This is an optimization exercise on Yosys and OpenROAD, whose aim is small area, a short achievable clock period and few clock cycles, not a production implementation.
Where RTL was checked, it was by simulation tests only, not by an equivalence proof against the original.
No functional check of the RTL was part of runs 3 and 4.
Power figures rest on the tool's default switching activity, not on a simulated workload.

File: flow/flow/run.sh
#!/bin/bash
# The standard layout (standard.sh) with three changes to how it is made:
# every input port is buffered by the smallest buffer, sky130_fd_sc_hd__buf_1,
# instead of the one buffer_ports picks, and every output port buffer is then
# made a buf_4 (flow/outbuf.tcl, after global placement); and the q pins are
# placed in bit order (flow/io.tcl) so that each 32-bit group of the colour
# select sits together on one edge.
set -euo pipefail
echo 'export BUFFER_PORTS_ARGS = -buffer_cell sky130_fd_sc_hd__buf_1' >> config.mk
echo "export IO_CONSTRAINTS = $PWD/flow/io.tcl" >> config.mk
echo "export POST_GLOBAL_PLACE_TCL = $PWD/flow/outbuf.tcl" >> config.mk
if [[ -f flow/extra.mk ]]; then cat flow/extra.mk >> config.mk; fi
bash standard.sh > standard.log 2>&1
File: flow/flow/io.tcl
# q pins in bit order, 160 to a side, so each 32-bit group of the colour
# select sits together on one edge
set sides {bottom right top left}
for {set s 0} {$s < 4} {incr s} {
  set names {}
  for {set i [expr {$s * 160}]} {$i < [expr {($s + 1) * 160}]} {incr i} {
    lappend names "q\[$i\]"
  }
  set_io_pin_constraint -region [lindex $sides $s]:* -pin_names $names -group -order
}
File: flow/flow/outbuf.tcl
# Output ports: give each port buffer the drive of a buf_4 instead of buf_1,
# as the pins sit far from the flip-flops that drive them.
set db_master [[ord::get_db] findMaster sky130_fd_sc_hd__buf_4]
set n 0
foreach bterm [[ord::get_db_block] getBTerms] {
  if { [$bterm getIoType] != "OUTPUT" } { continue }
  set net [$bterm getNet]
  if { $net == "NULL" } { continue }
  foreach iterm [$net getITerms] {
    if { ![$iterm isOutputSignal] } { continue }
    set inst [$iterm getInst]
    if { [[$inst getMaster] getName] == "sky130_fd_sc_hd__buf_1" } {
      $inst swapMaster $db_master
      incr n
    }
  }
}
puts "outbuf.tcl: $n output port buffers made buf_4"
File: flow/standard.sh
#!/bin/bash
# synth_recipe.tcl (not shown) runs the flow's synth.tcl, then flattens the netlist and writes it again
# the make line also repeats each setting of config.mk as NAME=value (left out here)
make -C /OpenROAD-flow-scripts/flow DESIGN_CONFIG=/design/flow/config.mk WORK_HOME=/design/flow/orfs CLKGATE_MAP_FILE= SYNTH_SCRIPT=/design/flow/synth_recipe.tcl "${@:-finish}"
File: flow/config.mk
export PLATFORM = sky130hd
export DESIGN_NAME = frame_loader
export DESIGN_NICKNAME = frame_loader
export VERILOG_FILES = /design/flow/design.v
export SDC_FILE = /design/flow/constraint.sdc
export NUM_CORES = 4
export LEC_CHECK = 0
export CAP_MARGIN = 20
export CORE_AREA = 5 5 235 235
export DIE_AREA = 0 0 240 240
export SETUP_SLACK_MARGIN = 2.9
export SLEW_MARGIN = 20
export SYNTH_HIERARCHICAL = 1
export SYNTH_MINIMUM_KEEP_SIZE = 0
export TNS_END_PERCENT = 25
export BUFFER_PORTS_ARGS = -buffer_cell sky130_fd_sc_hd__buf_1
export IO_CONSTRAINTS = /design/flow/flow/io.tcl
export POST_GLOBAL_PLACE_TCL = /design/flow/flow/outbuf.tcl
File: flow/constraint.sdc
create_clock -name core_clock -period 5.0 [get_ports {CLOCK_50}]
set_input_delay 1.0000 -clock core_clock [delete_from_list [all_inputs] [get_ports {CLOCK_50}]]
set_output_delay 1.0000 -clock core_clock [all_outputs]
set_load 0.01 [all_outputs]
File: flow/design.v
module frame_loader #(
    parameter int H_RES   = 640,
    parameter int V_RES   = 480,
    parameter int BPP     = 1,
    parameter int RAM_LAT = 1,
    parameter int ADDR_W  = 9,
    parameter int COORD_W = 11
) (
    input  logic           CLOCK_50,
    input  logic           reset_n,
    input  logic           start,
    input  logic           abort,
    input  logic           mirror,
    output logic           busy,
    output logic           done,
    output logic [ADDR_W-1:0]    read_addr,
    input  logic [H_RES*BPP-1:0] q,
    output logic [COORD_W-1:0]   pix_x,
    output logic [COORD_W-1:0]   pix_y,
    output logic [BPP-1:0]       pix_color,
    output logic                 pix_valid,
    input  logic                 pix_ready
);
    localparam int CW = 10;
    localparam int NC = 32;           
    localparam int NG = H_RES / NC;   
    localparam logic [CW-1:0]     X_LAST = H_RES - 1;
    localparam logic [ADDR_W-1:0] Y_LAST = V_RES - 1;
    localparam logic [CW-1:0]     PRE_FWD = '1;
    localparam logic [CW-1:0]     PRE_REV = H_RES;
    logic              busy_q, done_q, valid_q, wait_q, prime_q;
    logic [ADDR_W-1:0] y_q;
    logic              mirror_q, last_q, color_q;
    logic [CW-1:0]     x_q;
    logic [NG-1:0]     grp_q;     
    logic [3:0]        lo_q;      
    logic [7:0]        hi_q;      
    logic [4:0]        g_q;       
    logic hs, row_start, step, fill, mir;
    logic pix_d;
    assign hs        = valid_q && pix_ready;
    assign row_start = !busy_q || hs && last_q;    
    assign step      = prime_q || hs && !last_q;   
    assign fill      = step;                       
    assign mir       = busy_q ? mirror_q : mirror;
    logic [CW-1:0] x_next, x_next2, x_step;
    logic [CW-1:0] x_t, x_c1, x_c2;
    assign x_t = x_q ^ {CW{mirror_q}};
    always_comb begin
        x_c1[0] = 1'b1;
        x_c2[0] = 1'b0;
        x_c2[1] = 1'b1;
        for (int i = 1; i < CW; i++) x_c1[i] = x_c1[i-1] && x_t[i-1];
        for (int i = 2; i < CW; i++) x_c2[i] = x_c2[i-1] && x_t[i-1];
    end
    assign x_next  = x_q ^ x_c1;
    assign x_next2 = x_q ^ x_c2;
    logic [CW-1:0] x_d;
    logic          color_d;
    logic [CW-1:0] x_pre;
    assign x_pre = mir ? PRE_REV : PRE_FWD;
    for (genvar i = 0; i < CW; i++) begin : g_xmux
        fl_mux u_step (.s(step), .a(x_next[i]), .b(x_q[i]), .y(x_step[i]));
        fl_mux u_row (.s(row_start), .a(x_pre[i]), .b(x_step[i]), .y(x_d[i]));
    end
    logic color_n;
    assign color_n = prime_q ? (mirror_q ? q[H_RES-1] : q[0]) : pix_d;
    fl_mux u_cmux (.s(step), .a(color_n), .b(color_q), .y(color_d));
    logic [NC-1:0] csel;
    logic [NG-1:0] grp_d;
    always_comb
        for (int k = 0; k < NC; k++) csel[k] = lo_q[k % 4] && hi_q[k / 4];
    for (genvar j = 0; j < NG; j++) begin : g_grp
        logic [3:0] oct;
        for (genvar i = 0; i < 4; i++) begin : g_oct
            fl_oct u (.d(q[NC*j + 8*i +: 8]), .sel(csel[8*i +: 8]), .y(oct[i]));
        end
        logic [1:0] pair_n;
        fl_nor2 u_p0 (.a(oct[0]), .b(oct[1]), .y(pair_n[0]));
        fl_nor2 u_p1 (.a(oct[2]), .b(oct[3]), .y(pair_n[1]));
        fl_nand2 u_g (.a(pair_n[0]), .b(pair_n[1]), .y(grp_d[j]));
    end
    logic [NG-1:0] gsel;
    always_comb
        for (int j = 0; j < NG; j++) gsel[j] = g_q == 5'(j);
    assign pix_d = |(grp_q & gsel);
    always_ff @(posedge CLOCK_50 or negedge reset_n) begin
        if (!reset_n) begin
            busy_q  <= 1'b0;
            done_q  <= 1'b0;
            valid_q <= 1'b0;
            wait_q  <= 1'b0;
            prime_q <= 1'b0;
            y_q     <= '0;
        end else begin
            done_q <= 1'b0;
            if (!busy_q) begin
                if (start && !abort && !done_q) busy_q <= 1'b1;
                prime_q <= 1'b1;
            end else if (abort) begin
                busy_q  <= 1'b0;
                valid_q <= 1'b0;
                wait_q  <= 1'b0;
                prime_q <= 1'b0;
                y_q     <= '0;
            end else if (valid_q) begin
                if (pix_ready && last_q) begin
                    valid_q <= 1'b0;
                    if (y_q == Y_LAST) begin
                        busy_q <= 1'b0;
                        done_q <= 1'b1;
                        y_q    <= '0;
                    end else begin
                        wait_q <= 1'b1;
                        y_q    <= y_q + 1'b1;
                    end
                end
            end else if (wait_q) begin
                wait_q  <= 1'b0;
                prime_q <= 1'b1;
            end else if (prime_q) begin
                prime_q <= 1'b0;
                valid_q <= 1'b1;
            end
        end
    end
    always_ff @(posedge CLOCK_50) begin
        if (!busy_q) mirror_q <= mirror;
        if (row_start) begin
            last_q <= 1'b0;
            g_q    <= mir ? 5'(NG - 1) : 5'd0;
        end else if (step) begin
            last_q  <= x_q == (mirror_q ? 10'd1 : X_LAST - 1'b1);
            g_q     <= x_next2[9:5];
        end
        x_q     <= x_d;
        color_q <= color_d;
        if (row_start) begin
            lo_q <= mir ? 4'b0100 : 4'b0010;
            hi_q <= mir ? 8'h80 : 8'h01;
        end else if (fill) begin
            lo_q <= mirror_q ? {lo_q[0], lo_q[3:1]} : {lo_q[2:0], lo_q[3]};
            if (mirror_q ? lo_q[0] : lo_q[3])
                hi_q <= mirror_q ? {hi_q[0], hi_q[7:1]} : {hi_q[6:0], hi_q[7]};
        end
        if (fill) grp_q <= grp_d;
    end
    assign busy      = busy_q;
    assign done      = done_q;
    assign read_addr = y_q;
    assign pix_x     = {{(COORD_W-CW){1'b0}}, x_q};
    assign pix_y     = {{(COORD_W-ADDR_W){1'b0}}, y_q};
    assign pix_color = color_q;
    assign pix_valid = valid_q;
endmodule
module fl_nor2 (input logic a, b, output logic y);
    assign y = !(a || b);
endmodule
module fl_nand2 (input logic a, b, output logic y);
    assign y = !(a && b);
endmodule
module fl_oct (
    input  logic [7:0] d,
    input  logic [7:0] sel,
    output logic       y
);
    assign y = |(d & sel);
endmodule
module fl_mux (
    input  logic s,
    input  logic a,
    input  logic b,
    output logic y
);
    assign y = s ? a : b;
endmodule
==> results of run 1 <==
Yosys stat by module, one instance, submodules excluded:
module / flops+latches / cells
fl_nor2: 0 / 1
fl_nand2: 0 / 1
fl_mux: 0 / 1
fl_oct: 0 / 5
frame_loader: 64 / 303
power groups by stage:
stage / clock network (W) / registers (W) / logic [W]
floorplan: 0 / 0.000781 / 0.000745
global placement: 0 / 0.000842 / 0.00139
detailed placement: 0 / 0.000846 / 0.00144
CTS: 0.000600 / 0.000844 / 0.00147
global route: 0.000628 / 0.000863 / 0.00160
finish: 0.000594 / 0.000848 / 0.00151
flip-flops by register name (all words and copies together), names as in the netlist, 4 cells and up:
register,cells
g_q,5
grp_q,20
hi_q,8
lo_q,4
x_q,10
y_q,9
per-layer routing:
metal  up-vias  wire [um]  global-route usage
met5         -         12                   0
met3       166       6770              0.0477
met4         2       2790              0.0731
li1       4702          -                   -
met1      5166      19000               0.191
met2       911      25800               0.287
stage by stage:
| step | instances | power, W | utilization | hold WS [ps] |
|---|---|---|---|---|
| after CTS | 2147 | 0.00291 | 0.202 | 505 |
| after global placement | 2129 | 0.00224 | 0.192 | 477 |
| after detailed placement | 2129 | 0.00228 | 0.195 | 493 |
| after global routing | 2153 | 0.00309 | 0.203 | 532 |
| after floorplan | 787 | 0.00153 | - | 517 |
| final | 2154 | 0.00295 | 0.203 | 504 |
worst min-delay path by stage:
stage / cells after the start / slack (ps) / to
floorplan: 2 / 520 / wait_q
global placement: 1 / 480 / color_q
detailed placement: 1 / 490 / color_q
CTS: 1 / 510 / color_q
global route: 1 / 530 / color_q
finish: 1 / 500 / color_q
cell usage in the layout (no fill, tap or decap), types with 4 or more instances in the layout:
cell type,n
a21oi_1,15
a22oi_1,321
a31oi_1,4
and2_4,30
buf_1,644
buf_4,39
clkbuf_16,9
conb_1,5
dfrtp_1,12
dfxtp_1,12
edfxtp_1,37
inv_1,6
mux2_4,21
mux2i_1,14
mux4_2,4
nand2_1,31
nand2b_1,6
nand3_1,7
nand4_1,82
nor2_1,60
o21ai_0,5
o21ai_1,6
or3_1,4
xnor2_1,10
xor2_1,8
cell families (layout without fill, tap and decap cells):
family,count (synthesis),count (layout),share of synthesized area
flip-flops,64,64,0.255
AND/OR/NAND/NOR,255,255,0.204
other,2,6,0.00111
multiplexers,41,41,0.0839
adder cells (fa/ha/maj),1,1,0.00185
AO/OA/AOI/OAI,369,370,0.403
buffers and inverters,34,711,0.0276
XOR/XNOR,18,18,0.0233
timing repair:
item	in CTS	in global routing
setup buffers	1	6
setup endpoints to repair	54	42
pin swaps	2	2
cloned	1	0
hold endpoints to repair	0	0
gates resized for setup	41	8
cell type report:
class | count | area [um^2]
fillers | 5934 | 41800
multi-input cells | 690 | 5000
repair buffers | 688 | 2750
flip-flops and latches | 64 | 1730
well taps | 688 | 861
clock buffers | 12 | 236
clock inverters | 4 | 46.3
inverters | 7 | 40.0
diodes | 1 | 2.50
==> results.cfg, run 1 <==
[grt]
grt_pass1_wl_um = 68400
grt_use_total = 0.166
grt_pass1_vias = 9945
antenna_found_initial = 1
overflow = 0
grt_max_degree = 29

[sta]
slew_headroom = 0.467
tightest_slew_ps = 800
fmax_mhz = 460
finalWorstSetupSlack_ps = 2830
hold_viol = 0
fin_skew_ps = 5.65
fin_crit_ps = 2170
finalSetupViolCount = 0
finalMaxSlewViolations = 0
fin_crit_sh = 0.435
rsz0062_at_grt = yes
fin_tns_setup_ps = 0

[power]
p_per_area_nw_per_um2 = 277
pwr-share-comb = 0.511
switching_power_w = 0.00128
switching_share = 0.434
seqPwrFrac = 0.287
ir_drop_mv = 0.199
intPower_w = 0.00167
clock_power_share = 0.201
leakage_nw = 3.29

[floorplanning]
core-area_um2 = 52400
dieArea_um2 = 57600
initial_core_util = 0.129
rows = 84
ios = 681
die_w_um = 240
die_h_um = 240

[clocking]
cts_tree = built
path_clk_slew_ps = 50
numCtsBuffers = 9
clock-sinks = 64
cts_root_buf = clkbuf_16
htree_num_levels = 3
hold_buffers = 0
insertion_delay_ps = 320
cts_buffer_depth = 2

[worst_setup_path]
slowest_delay_ps = 520
ff2ff_path_depth = 6
start_kind = input port
crit_type = input port to flop
cp-startpoint = abort
cp_data_required_time_ps = 5230
crit_cells = 5
rrSetupSlack_ps = 2890
path_buf_inv = 1
path_delay_family = simple AND/OR/NAND/NOR gates
endpoint_kind = flop
setup.worst_path.end = y_q[7]
slowest_stage = or4_1
cp_max_fo = 8
r2r-start = lo_q[0]
crit_chain = buf_1, a31o_2, nand2_1, or4_1, a21oi_1
cp.arrival_ps = 2400
reg2reg_to = grp_q[6]

[synth]
syn-instance-count = 784
synth.area.top_cells = a22oi_1 (36%), edfxtp_1 (16%), nand4_1 (7.6%)
synth_top_cell_area_share = 0.357
ys_top_cells_by_count = a22oi_1 (321), nand4_1 (82), nor2_1 (60)
synth_most_common_cell = a22oi_1
synth_edf_count = 37
yosysWarnings = 7
async_flop_share = 0.219
syn_area_um2 = 6750
synth_cell_types = 56
synth_top_cell_by_area = a22oi_1
synthFlopType = edfxtp_1
synth-seq-cells = 64
yosysSeqAreaShare = 0.255
synth_area_per_cell_um2 = 8.61

[drt]
detail_route.iter0.violations = 1217
antenna_left = 0
dr.pass1.iters = 6
viasPerCell = 5.08
num_vias = 10947
drc_errors = 0
wl_um = 54300
avgRoutedWirePerCell_um = 25.2

[finish]
syn_to_final_growth_pct = 58.0
drive_above_1_share = 0.0908
final_area_um2 = 10700
fin_nets = 2107

[placed_design]
dpl_cell_area_um2 = 10200
hpwlAfterDp_um = 35100
dp_slack_ps = 2390
port_buffers = 677

[job]
drv_cap = 0

[min_path]
hold_path_class = flop to flop
min_from = color_q

[status]
status = no timing/DRC/antenna violations
Testbench counts, summed over its fixed seeds: cycles 4,930,576.
==> run 2: changes to the inputs <==
--- a/flow/config.mk
+++ b/flow/config.mk
@@ -9,5 +9,5 @@
 export CORE_AREA = 5 5 235 235
 export DIE_AREA = 0 0 240 240
-export SETUP_SLACK_MARGIN = 2.9
+export SETUP_SLACK_MARGIN = 3.0
 export SLEW_MARGIN = 20
 export SYNTH_HIERARCHICAL = 1
==> results.cfg, run 2 <==
[job]
drv_cap = 0

[sta]
slew_headroom = 0.468
fmax_mhz = 484
fin_tns_setup_ps = 0
finalSetupViolCount = 0
hold_viol = 0
fin_crit_sh = 0.413
tightest_slew_ps = 798
fin_crit_ps = 2070
rsz0062_at_grt = yes
fin_skew_ps = 5.82
finalMaxSlewViolations = 0

[worst_setup_path]
crit_type = flop to output port
slowest_stage = dfrtp_1
start_kind = flop
reg2reg_to = grp_q[3]
r2r-start = lo_q[1]
ff2ff_path_depth = 6
path_buf_inv = 1
cp_data_required_time_ps = 4000
cp.arrival_ps = 1070
cp_max_fo = 5
slowest_delay_ps = 550
endpoint_kind = output port
path_delay_family = flip-flops
rrSetupSlack_ps = 3000
crit_chain = buf_4

[synth]
synth_top_cell_by_area = a22oi_1
synthFlopType = edfxtp_1
syn-instance-count = 784
synth.area.top_cells = a22oi_1 (36%), edfxtp_1 (16%), nand4_1 (7.6%)
synth_top_cell_area_share = 0.357
ys_top_cells_by_count = a22oi_1 (321), nand4_1 (82), nor2_1 (60)
async_flop_share = 0.219
synth_cell_types = 56
yosysSeqAreaShare = 0.255
yosysWarnings = 7
synth_area_per_cell_um2 = 8.61
synth_most_common_cell = a22oi_1
synth-seq-cells = 64
synth_edf_count = 37
syn_area_um2 = 6750

[placed_design]
hpwlAfterDp_um = 34900
port_buffers = 677

[floorplanning]
rows = 84
initial_core_util = 0.129
die_w_um = 240
die_h_um = 240
dieArea_um2 = 57600
core-area_um2 = 52400
ios = 681

[grt]
met2_usage = 0.290
grt_max_degree = 29
busiest_layer = met2
antenna_found_initial = 3
grtUsageMet1 = 0.198
overflow = 0
grt_pass1_wl_um = 69700
grt_use_total = 0.170
gr-usage-met3 = 0.0462
grt_pass1_vias = 9917

[drt]
avgRoutedWirePerCell_um = 28.0
wl_um = 61400
dr.pass1.iters = 8
detail_route.iter0.violations = 1196
viasPerCell = 5.13
antenna_left = 0
drc_errors = 0
num_vias = 11251

[status]
status = no timing/DRC/antenna violations

[power]
switching_power_w = 0.00135
leakage_nw = 3.51
intPower_w = 0.00174
switching_share = 0.438
clock_power_share = 0.191
seqPwrFrac = 0.275
pwr-share-comb = 0.534
power_w = 0.00309
ir_drop_mv = 0.169
p_per_area_nw_per_um2 = 279

[clocking]
clock-sinks = 64
cts_root_buf = clkbuf_16
path_clk_slew_ps = 50
cts_buffer_depth = 2
htree_num_levels = 3
insertion_delay_ps = 320
numCtsBuffers = 9
cts_tree = built

[finish]
reg.largest.list = grp_q (20), x_q (10), y_q (9)
mostFrequentLayoutCells = buf_1 (643), a22oi_1 (319), nand4_1 (82)
syn_to_final_growth_pct = 63.9
antenna_cells = 0
fin_nets = 2148
final_common_cell = buf_1
drive_above_1_share = 0.125
largest_register = grp_q
largest_reg_flops = 20

[min_path]
min_path_cells = 1
hold_path_class = flop to flop
min_from = color_q
min_to = color_q
## run 2: cell types whose count changed in the layout (fill, tap and decap cells not counted), moves of 3 or more
cell     before  now
dfxtp_2       1    5
buf_12        0    3
and2_4       30   35
dfxtp_1      12    6
buf_4        39   59
buf_6         1    4
and2_2        3   13
## run 2: power groups by stage
| stage | logic [W] | registers, W | clock network [W] |
|---|---|---|---|
| floorplan | 0.000749 | 0.000781 | 0 |
| global placement | 0.00139 | 0.000854 | 0 |
| detailed placement | 0.00143 | 0.000856 | 0 |
| CTS | 0.00149 | 0.000848 | 0.000596 |
| global route | 0.00176 | 0.000861 | 0.000627 |
| finish | 0.00165 | 0.000849 | 0.000591 |
## run 2: final cells by class
type | count | area [um^2]
Clock buffer | 12 | 236
Clock inverter | 4 | 45.0
Fill cell | 5915 | 41400
Inverter | 7 | 33.8
Multi-Input combinational cell | 705 | 5140
Sequential cell | 64 | 1740
Tap cell | 688 | 861
Timing Repair Buffer | 714 | 3010
## run 2: timing repair
| action | in CTS | in global routing |
|---|---|---|
| endpoints found under the setup margin | 63 | 58 |
| buffers inserted | 10 | 20 |
| gates resized for setup | 44 | 27 |
| pin swaps | 3 | 3 |
| gates cloned | 2 | 15 |
| hold buffers | 0 | 0 |
| hold endpoints to repair | 0 | 0 |
## run 2: Yosys stat by module (local to each module, per instance)
| module | cells inside | copies in the design |
|---|---|---|
| fl_mux | 1 | 21 |
| fl_nand2 | 1 | 20 |
| fl_nor2 | 1 | 40 |
| fl_oct | 5 | 80 |
| frame_loader | 303 | 1 |
## run 2: how the worst max path moves through the flow
stage | startpoint | endpoint | slack, ps | depth (start not counted)
5_1_grt | y_q[1] | pix_y[1] | 2900 | 1
3_3_place_gp | pix_ready | x_q[5] | 2500 | 4
6_report | y_q[1] | read_addr[1] | 2930 | 1
4_1_cts | x_q[2] | pix_x[2] | 2860 | 1
3_5_place_dp | pix_ready | x_q[5] | 2470 | 4
2_1_floorplan | pix_ready | x_q[3] | 2900 | 3
## run 2: layer usage
layer,vias up,routed length [um]
met1,5332,21900
met5,-,17
met4,2,2900
met3,170,8060
li1,4803,-
met2,944,28500
## run 2: kinds of logic (layout without fill, tap and decap cells)
group,count (synthesis),count (layout),synth area share
AOI/OAI and AO/OA,369,370,0.403
and+or+nand+nor,255,270,0.204
DFF,64,64,0.255
muxes,41,41,0.0839
buffers and inverters,34,737,0.0276
xor gates and xnor gates,18,18,0.0233
other,2,5,0.00111
adders and majority gates,1,1,0.00185
## run 2: per-stage QoR
stage | cell area, um^2 | util | std cells | setup WS (ps) | hold WS [ps]
2_1_floorplan | 6830 | - | 787 | 2900 | 517
3_3_place_gp | 10100 | 0.193 | 2131 | 2500 | 481
3_5_place_dp | 10200 | 0.195 | 2131 | 2470 | 507
4_1_cts | 10700 | 0.204 | 2159 | 2860 | 518
5_1_grt | 11100 | 0.211 | 2194 | 2900 | 536
6_report | 11100 | 0.211 | 2194 | 2930 | 518
==> run 3: changes to the inputs <==
--- a/flow/design.v
+++ b/flow/design.v
@@ -85,4 +85,12 @@
         for (int j = 0; j < NG; j++) gsel[j] = g_q == 5'(j);
     assign pix_d = |(grp_q & gsel);
+    logic [ADDR_W-1:0] y_nxt, y_step, y_d;
+    logic              y_clr;
+    assign y_nxt = y_q == Y_LAST ? '0 : y_q + 1'b1;
+    assign y_clr = busy_q && abort;
+    for (genvar i = 0; i < ADDR_W; i++) begin : g_ymux
+        fl_mux u_step (.s(busy_q && hs && last_q), .a(y_nxt[i]), .b(y_q[i]), .y(y_step[i]));
+        fl_mux u_clr (.s(y_clr), .a(1'b0), .b(y_step[i]), .y(y_d[i]));
+    end
     always_ff @(posedge CLOCK_50 or negedge reset_n) begin
         if (!reset_n) begin
@@ -94,4 +102,5 @@
             y_q     <= '0;
         end else begin
+            y_q    <= y_d;
             done_q <= 1'b0;
             if (!busy_q) begin
@@ -103,5 +112,4 @@
                 wait_q  <= 1'b0;
                 prime_q <= 1'b0;
-                y_q     <= '0;
             end else if (valid_q) begin
                 if (pix_ready && last_q) begin
@@ -110,8 +118,6 @@
                         busy_q <= 1'b0;
                         done_q <= 1'b1;
-                        y_q    <= '0;
                     end else begin
                         wait_q <= 1'b1;
-                        y_q    <= y_q + 1'b1;
                     end
                 end
--- a/flow/config.mk
+++ b/flow/config.mk
@@ -9,5 +9,5 @@
 export CORE_AREA = 5 5 235 235
 export DIE_AREA = 0 0 240 240
-export SETUP_SLACK_MARGIN = 3.0
+export SETUP_SLACK_MARGIN = 2.9
 export SLEW_MARGIN = 20
 export SYNTH_HIERARCHICAL = 1
==> results.cfg, run 3 <==
[floorplanning]
die_h_um = 240
rows = 84
ios = 681
dieArea_um2 = 57600
core-area_um2 = 52400
initial_core_util = 0.133
die_w_um = 240

[synth]
synth_top_cell_by_area = a22oi_1
synth.area.top_cells = a22oi_1 (35%), edfxtp_1 (16%), mux2_4 (8.4%)
synth_most_common_cell = a22oi_1
yosysSeqAreaShare = 0.248
ys_top_cells_by_count = a22oi_1 (320), nand4_1 (81), nor2_1 (58)
syn-instance-count = 778
synth_top_cell_area_share = 0.346
synth_edf_count = 37
synth_cell_types = 55
async_flop_share = 0.219
synthFlopType = edfxtp_1
yosysWarnings = 7
synth-seq-cells = 64
syn_area_um2 = 6950
synth_area_per_cell_um2 = 8.93

[sta]
slew_headroom = 0.405
tightest_slew_ps = 893
fin_crit_ps = 2150
finalMaxSlewViolations = 0
finalWorstSetupSlack_ps = 2850
hold_viol = 0
rsz0062_at_grt = yes
fmax_mhz = 464
fin_crit_sh = 0.431
fin_skew_ps = 4.14
fin_tns_setup_ps = 0
finalSetupViolCount = 0

[grt]
antenna_found_initial = 1
overflow = 0
grt_max_degree = 34
grt_pass1_wl_um = 69500
grt_pass1_vias = 9692
grt_use_total = 0.171

[power]
p_per_area_nw_per_um2 = 287
ir_drop_mv = 0.195
leakage_nw = 3.48

[clocking]
clock-sinks = 64
insertion_delay_ps = 330
cts_tree = built
htree_num_levels = 3
path_clk_slew_ps = 60
numCtsBuffers = 9
cts_root_buf = clkbuf_16
cts_buffer_depth = 2

[finish]
seq_area_um2 = 1730
largest_register = grp_q
fin_nets = 2116
largest_reg_flops = 20
reg.largest.list = grp_q (20), x_q (10), y_q (9)
stdcell_count = 2165
syn_to_final_growth_pct = 58.9
fill_cells = 5918
mostFrequentLayoutCells = buf_1 (645), a22oi_1 (320), nand4_1 (81)
multi_input_area_um2 = 5250
drive_above_1_share = 0.112
final_common_cell = buf_1
final_area_um2 = 11000

[placed_design]
dpl_cell_area_um2 = 10500
dp_slack_ps = 2140
placed_cells = 2134
hpwlAfterDp_um = 36500
port_buffers = 677

[worst_setup_path]
ff2ff_path_depth = 7
slowest_delay_ps = 310
r2r-start = mirror_q
cp_max_fo = 6
crit_cells = 6
endpoint_kind = flop
cp_data_required_time_ps = 5220
crit_chain = buf_1, a21oi_4, a21oi_4, buf_4, mux2_4, mux2_4
crit_type = input port to flop
start_kind = input port
slowest_stage = mux2_4
path_delay_family = multiplexers
cp-startpoint = pix_ready
cp.arrival_ps = 2370
path_buf_inv = 2

[drt]
antenna_left = 0
detail_route.iter0.violations = 1461
dr.pass1.iters = 6
viasPerCell = 5.01
wl_um = 55300
num_vias = 10851
drc_errors = 0
avgRoutedWirePerCell_um = 25.5

[min_path]
min_path_cells = 1
min_from = color_q
hold_path_class = flop to flop

[status]
status = no timing/DRC/antenna violations

[job]
drv_cap = 0
==> run 3: cell count changes after synthesis, sizes merged, moves of 3 or more <==
cell,before,now
a31oi,4,1
o22ai,1,4
nor2b,3,0
nor4b,1,4
o21ai,11,8
clkbuf,10,5
or4,4,1
mux2,22,40
xor2,8,13
==> run 3: per-layer routing <==
metal,vias to the layer above,part of all wire,GRT usage
met4,0,0.044,0.0710
li1,4691,-,-
met2,951,0.48,0.293
met1,5060,0.35,0.201
met3,149,0.13,0.0467
met5,-,0,0
==> run 3: worst register-to-register path: stages (launching register included) <==
cell and delay, ps:
dfxtp_1 370, buf_6 310, or3b_2 470, o21ai_0 110, nand3_2 100, xnor2_1 140
mux2_4 260, mux2_4 260
==> run 3: per-module statistics from Yosys, one instance, submodules excluded <==
module / flip-flops and latches / cells / cell area, um^2
fl_mux: 0 / 1 / 15.0
frame_loader: 64 / 279 / 3240
fl_nand2: 0 / 1 / 3.75
fl_nor2: 0 / 1 / 3.75
fl_oct: 0 / 5 / 36.3
==> run 3: final cells by class <==
cell class	count	area share
Antenna cell	3	0.000680
Multi-Input combinational cell	696	0.475
Tap cell	688	0.0780
Timing Repair Buffer	690	0.254
Inverter	7	0.00272
Sequential cell	64	0.157
Clock buffer	10	0.0216
Clock inverter	6	0.0104
Timing Repair inverter	1	0.000453
==> run 3: repair_timing <==
action	in CTS	in global routing
endpoints found under the setup margin	72	63
hold buffers	0	0
pin swaps	1	2
gates resized for setup	15	36
setup buffers	4	7
gates cloned	1	0
==> run 3: power by group <==
part	internal, W	switching [W]	total [W]
registers	0.000682	0.000151	0.000834
clock network	0.000503	0.000229	0.000732
logic	0.000647	0.000956	0.00160
total	0.00183	0.00134	0.00317
==> run 3: cells by family after synthesis <==
family                     Yosys count  synth area share
AOI/OAI and AO/OA                  355             0.376
xor gates and xnor gates            22            0.0277
adders and majority gates            1           0.00180
buffers and inverters               30            0.0270
DFF                                 64             0.248
muxes                               60             0.124
other                                2           0.00108
and+or+nand+nor                    244             0.195
==> run 3: stage by stage <==
stage	total power (W)	util	hold WS (ps)
after CTS	0.00313	0.208	522
after floorplan	0.00158	-	503
after global routing	0.00331	0.210	545
after detailed placement	0.00236	0.199	510
final	0.00317	0.211	526
after global placement	0.00231	0.197	519
==> run 3: worst paths after layout <==
kind,endpoint,slack [ps]
setup reg to reg,x_q[9],2860
min in group asynchronous,valid_q,780
hold reg to reg,color_q,530
hold / removal,color_q,530
setup / recovery,x_q[0],2850
max in group asynchronous,y_q[0],3620
==> run 4: changes to the inputs <==
--- a/flow/config.mk
+++ b/flow/config.mk
@@ -8,4 +8,5 @@
 export CAP_MARGIN = 20
 export CORE_AREA = 5 5 235 235
+export CTS_BUF_LIST = sky130_fd_sc_hd__clkbuf_4 sky130_fd_sc_hd__clkbuf_8
 export DIE_AREA = 0 0 240 240
 export SETUP_SLACK_MARGIN = 2.9
==> results.cfg, run 4 <==
[synth]
synth_edf_count = 37
synth-seq-cells = 64
synth.area.top_cells = a22oi_1 (35%), edfxtp_1 (16%), mux2_4 (8.4%)
synth_most_common_cell = a22oi_1
synth_top_cell_by_area = a22oi_1
yosysWarnings = 7
syn_area_um2 = 6950
synthFlopType = edfxtp_1
synth_top_cell_area_share = 0.346
synth_area_per_cell_um2 = 8.93
synth_cell_types = 55
async_flop_share = 0.219
yosysSeqAreaShare = 0.248
ys_top_cells_by_count = a22oi_1 (320), nand4_1 (81), nor2_1 (58)
syn-instance-count = 778

[finish]
largest_reg_flops = 20
utilization = 0.210
drive_above_1_share = 0.117
final_area_um2 = 11000
final_common_cell = buf_1
fin_nets = 2124
reg.largest.list = grp_q (20), x_q (10), y_q (9)
mostFrequentLayoutCells = buf_1 (645), a22oi_1 (320), nand4_1 (81)
syn_to_final_growth_pct = 58.8
largest_register = grp_q
fill_cells = 5926

[floorplanning]
rows = 84
core-area_um2 = 52400
dieArea_um2 = 57600
die_h_um = 240
die_w_um = 240
ios = 681
initial_core_util = 0.133

[drt]
antenna_left = 0
dr.pass1.iters = 6
num_vias = 10935
detail_route.iter0.violations = 1360
viasPerCell = 5.04
wl_um = 55500
drc_errors = 0
avgRoutedWirePerCell_um = 25.6

[clocking]
numCtsBuffers = 9
path_clk_slew_ps = 70
insertion_delay_ps = 350
cts_root_buf = clkbuf_8
htree_num_levels = 3
cts_buffer_depth = 2
cts_tree = built
clock-sinks = 64

[sta]
fin_tns_setup_ps = 0
rsz0062_at_grt = yes
fin_crit_ps = 2170
holdWs_ps = 531
slew_headroom = 0.416
finalSetupViolCount = 0
fin_skew_ps = 9.57
fmax_mhz = 461
fin_crit_sh = 0.434
tightest_slew_ps = 876
finalMaxSlewViolations = 0
hold_viol = 0

[grt]
grt_pass1_wl_um = 69400
grt_use_total = 0.171
grt_pass1_vias = 9677
overflow = 0
grt_max_degree = 34
antenna_found_initial = 2

[power]
leakage_nw = 3.49
p_per_area_nw_per_um2 = 274
pwr-share-comb = 0.544
ir_drop_mv = 0.158
switching_power_w = 0.00132
seqPwrFrac = 0.272
intPower_w = 0.00170
clock_power_share = 0.184
switching_share = 0.438

[worst_setup_path]
path_delay_family = flip-flops
cp.arrival_ps = 1170
cp_max_fo = 8
endpoint_kind = output port
slowest_delay_ps = 590
path_buf_inv = 1
crit_chain = buf_4
cp_data_required_time_ps = 4000
slowest_stage = dfrtp_1
start_kind = flop
crit_type = flop to output port

[status]
status = no timing/DRC/antenna violations

[placed_design]
hpwlAfterDp_um = 36500
port_buffers = 677
dpl_cell_area_um2 = 10500

[min_path]
hold_path_class = flop to flop

[job]
drv_cap = 0
run 4: cell counts after synthesis:
Identical to the previous run, type by type.
run 4: worst paths after layout:
kind,from,cells after the start,slack [ps],endpoint
worst min-delay path,color_q,1,530,color_q
worst min register to register,color_q,1,530,color_q
worst max register to register,x_q[1],6,2920,x_q[6]
max in group asynchronous,reset_n,1,3650,y_q[1]
worst max-delay path,y_q[5],1,2830,read_addr[5]
min in group asynchronous,reset_n,1,740,valid_q
run 4: modules after synthesis, one instance, submodules excluded:
module / times used / cells
frame_loader: 1 / 279
fl_oct: 80 / 5
fl_mux: 39 / 1
fl_nand2: 20 / 1
fl_nor2: 40 / 1
run 4: timing repair:
item                                   in CTS  in global routing
setup buffers                               6                 12
pin swaps                                   0                  3
hold buffers                                0                  0
setup endpoints to repair                  67                 79
gates resized for setup                    17                 43
endpoints found under the hold margin       0                  0
cloned                                      1                  1
run 4: cell type report:
type | instances | area [um^2] | share of cell area
multi-input cells | 696 | 5250 | 0.476
flip-flops and latches | 64 | 1740 | 0.158
inverters | 7 | 30.0 | 0.00272
clock inverters | 6 | 115 | 0.0104
diodes | 1 | 2.50 | 0.000227
clock buffers | 10 | 138 | 0.0125
well taps | 688 | 861 | 0.0780
repair buffers | 698 | 2890 | 0.262
repair inverters | 1 | 7.51 | 0.000680
run 4: power by group through the flow:
stage / combinational, W / clock (W) / sequential, W
after CTS: 0.00157 / 0.000571 / 0.000818
final: 0.00164 / 0.000555 / 0.000823
after floorplan: 0.000795 / 0 / 0.000789
after detailed placement: 0.00153 / 0 / 0.000830
after global placement: 0.00148 / 0 / 0.000828
after global routing: 0.00173 / 0.000594 / 0.000839
run 4: kinds of logic after synthesis:
kind of cell,synth area share
AO/OA/AOI/OAI,0.376
XOR/XNOR,0.0277
adder cells (fa/ha/maj),0.00180
buffers and inverters,0.0270
flip-flops,0.248
multiplexers,0.124
other,0.00108
AND/OR/NAND/NOR,0.195
run 4: stage by stage:
step                      worst slack, ps  instances  power [W]
final                                2830       2171    0.00302
after global routing                 2780       2170    0.00316
after CTS                            2780       2157    0.00295
after detailed placement             2140       2134    0.00236
after global placement               2030       2133    0.00231
after floorplan                      2550        790    0.00158
run 4: routing by layer:
layer	global-route usage	vias up	share of wire
li1	-	4708	-
met2	0.294	954	0.47
met4	0.0689	2	0.051
met3	0.0468	174	0.12
met1	0.201	5097	0.36
met5	0	-	0.00023

## separate check: timing with driven ports
No port has a modelled driver above. Below, the same layouts with a new extraction and two added sets of constraints. Step 1, drivers: a clkbuf_16 drives CLOCK_50 and a buf_2 each remaining input, both assumed. Step 2 also shifts input and output timing later by t, the mid clock arrival at the registers, as if the neighbouring blocks saw the same clock. Three values: ideal, step 1, step 2; two values: the first two.
run | t, ns | setup slack, ns | hold slack, ns | worst setup path at the end | worst slew at a driven data input, ns
run 1 | 0.352 | 2.827 / 2.815 / 2.465 | 0.504 / 0.504 / 0.504 | input to register | 0.05
run 2 | 0.349 | 2.933 / 2.902 / 2.614 | 0.518 / 0.518 / 0.518 | input to register | 0.05
run 3 | 0.375 | 2.846 / 2.768 / 2.393 | 0.526 / 0.526 / 0.526 | input to register | 0.12
run 4 | 0.386 | 2.830 / 2.788 / 2.469 | 0.531 / 0.531 / 0.531 | input to register | 0.10
After both steps every run listed still meets setup and hold. For run 3, which loses most, drivers alone change the setup slack by -0.078 ns; drivers and shift together by -0.453 ns.
